Background: an optimization exercise with open tools, aiming at small area, a short achievable clock period and few clock cycles. Do not read the settings as production practice. Only simulation tests tie the RTL to the original design; equivalence was not proved.

v53:
==> flow/design.v (excerpt) <==
module stick_radial_dead_zone #(
    parameter int SAMPLE_BITS = 16
) (
    input  logic                            aclk,
    input  logic                            aresetn,
    input  logic                            cfg_we,
    input  logic [srdz_pkg::DEAD_W-1:0]     cfg_wdata,    
    input  logic                            s_tvalid,
    output logic                            s_tready,
    input  logic [2*srdz_pkg::DATA_W-1:0]   s_tdata,      
    output logic                            m_tvalid,
    input  logic                            m_tready,
    output logic [2*srdz_pkg::DATA_W-1:0]   m_tdata,      
    output logic [0:0]                      m_tuser       
);
    logic [14:0] dead_reg;
    logic [15:0] nden;           
    logic        dead_full;      
    logic en;
    logic m_v_reg;
    logic [15:0] m_x_reg, m_y_reg;
    logic m_dz_reg;
    assign en       = !m_v_reg || m_tready;
    assign s_tready = en;
    assign m_tvalid = m_v_reg;
    assign m_tdata  = {m_y_reg[15] ? -{1'b0, m_y_reg[14:0]} : {1'b0, m_y_reg[14:0]},
                       m_x_reg[15] ? -{1'b0, m_x_reg[14:0]} : {1'b0, m_x_reg[14:0]}};
    assign m_tuser  = m_dz_reg;
    always_ff @(posedge aclk) begin
        if (!aresetn) begin
            dead_reg <= srdz_pkg::DEAD_RESET;
  ...
For scale: about 87 I/O pins, ~0.12 mm² of cells after synthesis.
make LEC_CHECK=0 ABC_AREA=1 CAP_MARGIN=20 CORE_MARGIN=2 CORE_UTILIZATION=50 CTS_BUF_LIST=sky130_fd_sc_hd__clkbuf_8 CTS_CLUSTER_SIZE=30 SETUP_SLACK_MARGIN=2.5 SLEW_MARGIN=20 finish   # period 8.0 ns
run.sh (not shown) runs the stock make flow with config.mk's settings and CLKGATE_MAP_FILE= SYNTH_SCRIPT=/design/flow/synth_recipe.tcl, a recipe that flattens the netlist after the stock synthesis.
The flow for v53 finished, though final verification flagged max-capacitance violations, max-slew violations.
Testbench counts of v53, summed over its fixed seeds: cycles 12,184.
Changes in v43 relative to v53:
- an added TNS_END_PERCENT of 0
- a change of SETUP_SLACK_MARGIN from 2.5 to 3.0
==> run summary <==
- The lower area of all placed cells without fillers of v43 and v53 is in v53.
- Taking v53 as the reference, in v43 met2 track demand over resource shows an increase of 0.61 points; critical-path maximum fanout shows a reduction of 3; synthesis-to-layout area growth shows an increase of 1.7 points; worst clock skew shows an increase of 4.9 ps; wire length reported by the detailed router shows an increase of about 2%.
- v43 finished end to end and its layout was clean on timing, DRC and antenna.
- v53 ended up with fewer cell instances than v43 did.
- In the flow results for v43 and v53, the final worst slack is smaller on v53.
- Per the comparison of v43 with v53, detailed-route wire length per cell increased by about 1.3% relative to the old numbers; pre-CTS setup slack essentially unchanged.
What v30 does differently from v43 at the input level:
- swapping 20 for 30 in CAP_MARGIN
- putting PLACE_DENSITY at 0.75 where nothing was set
- swapping 20 for 30 in SLEW_MARGIN
[summary]
On via count, v30 and v43 are neck and neck. Length in cells of the worst reg-to-reg path in v30 is 3 above v43. Status: total cell area at the placement stage parity (v30, v43). In v30 the maximum frequency turned out 2.0% lower than in v43. v30 reports its highest routing layer actually used as met5 while v43 reports met4. Net count after synthesis delta (v43 -> v30): insignificant. [compare] base=v43 new=v30: share of final layout cell area taken by clock buffers and inverters ~0 delta, detailed-routed wire length on met3 shows an increase of 47%, average wire per cell in the routed design fell about 7%. v30: non-clock buffer count is about 3.4% lower than what v43 reported. Where minimum period implied by the final worst setup slack is concerned, v43 is better than v30.
Modified inputs, v41 compared to v30
- SETUP_SLACK_MARGIN: 3.0 -> 3.5
- PLACE_DENSITY: 0.75 -> unset
- CORE_UTILIZATION: 50 -> 55
==> run summary <==
v41 was carried through to the last stage, and its layout satisfied the timing, design-rule and antenna checks.
Compared with v30, buffer count excluding the clock tree in the final layout in v41 increased by more than a quarter.
v41 gives more final core area utilization than v30 did.
Diff v30 -> v41 | measured slew at the worst slew-check pin | decrease of 14 ps
Combined buffer and inverter count along the critical path ended up 13 higher on v41 than on v30.
v41 vs. v30: area occupied by multi-input gates went up by about 1.8%, wire length reported by the detailed router shows an increase of about 9%.
Between v41 and v30, the area used by sequential logic in the layout does not differ in any meaningful way.
Setup slack: v41 more than v30
The first-pass iteration count of the detailed router of v41 is higher than that of v30.
diff inputs: v41 => v3
- changing CORE_UTILIZATION from 55 to 50
- changing SETUP_SLACK_MARGIN from 3.5 to 2.5
- removing TNS_END_PERCENT (formerly 0)
Total wire length after detailed routing went down by a few percent going from v41 to v3.
v3 has less setup slack than v41.
The critical path depth reported for v3 is smaller than that of v41 by 19.
Going from v41 to v3, portion of the layout cell area used by non-clock buffers decreased 1.1 points; cell area after placement shows an increase of 0.33%; number of buffers added by the clock tree synthesis step up 5.
Cell area after layout (higher): v41
The lower post-cts gate resize count of v3 and v41 is in v3.
v41 ended up with met5 as its highest signal layer in the routed design; v3 ended up with met4.
v3 ran to completion and came out clean on the timing, design-rule and antenna checks.
Relative to v41, final-stage net count has gone down in v3.
What v33 does differently from v3 at the input level:
- SETUP_SLACK_MARGIN now 3.0, was 2.5
- TNS_END_PERCENT now 0, previously not set
- HOLD_SLACK_MARGIN now 0.0, previously not set
[summary]
Run comparison: v3 first element of the critical path p13_sat; v33 first element of the critical path p3_nr8[2]
When v33 is measured against v3, its post-route fraction of the period consumed by the critical path turns out 1.3 points lower.
Compared with v3, placement density in the core of v33 is higher.

-- re-timing with driven ports --
In the flow no input, the clock included, has a driving cell. The finished layouts below were timed again as built, in two steps. Step 1 assumes that a clkbuf_16 drives the clock port and a buf_2 every other input. Step 2 times the ports against the registers' clock, not the clock port: input delays grow and output delays shrink by t, the midpoint of the rising clock arrivals with the driver on. Three values: no drivers, after step 1, after step 2; two values: the first two.
run	t (ns)	setup slack, ns	hold WS [ns]	pins driven straight from the clock port
v53	1.106	2.700 / 2.685 / 2.700	0.323 / 0.323 / 0.323	1
v43	1.112	2.785 / 2.785 / 2.785	0.321 / 0.321 / 0.321	1
v30	1.129	2.676 / 2.676 / 2.676	0.326 / 0.326 / 0.326	1
v41	1.116	2.735 / 2.735 / 2.735	0.313 / 0.313 / 0.313	1
v3	1.106	2.662 / 2.662 / 2.662	0.317 / 0.317 / 0.317	1
v33	1.118	2.763 / 2.763 / 2.763	0.319 / 0.319 / 0.319	1
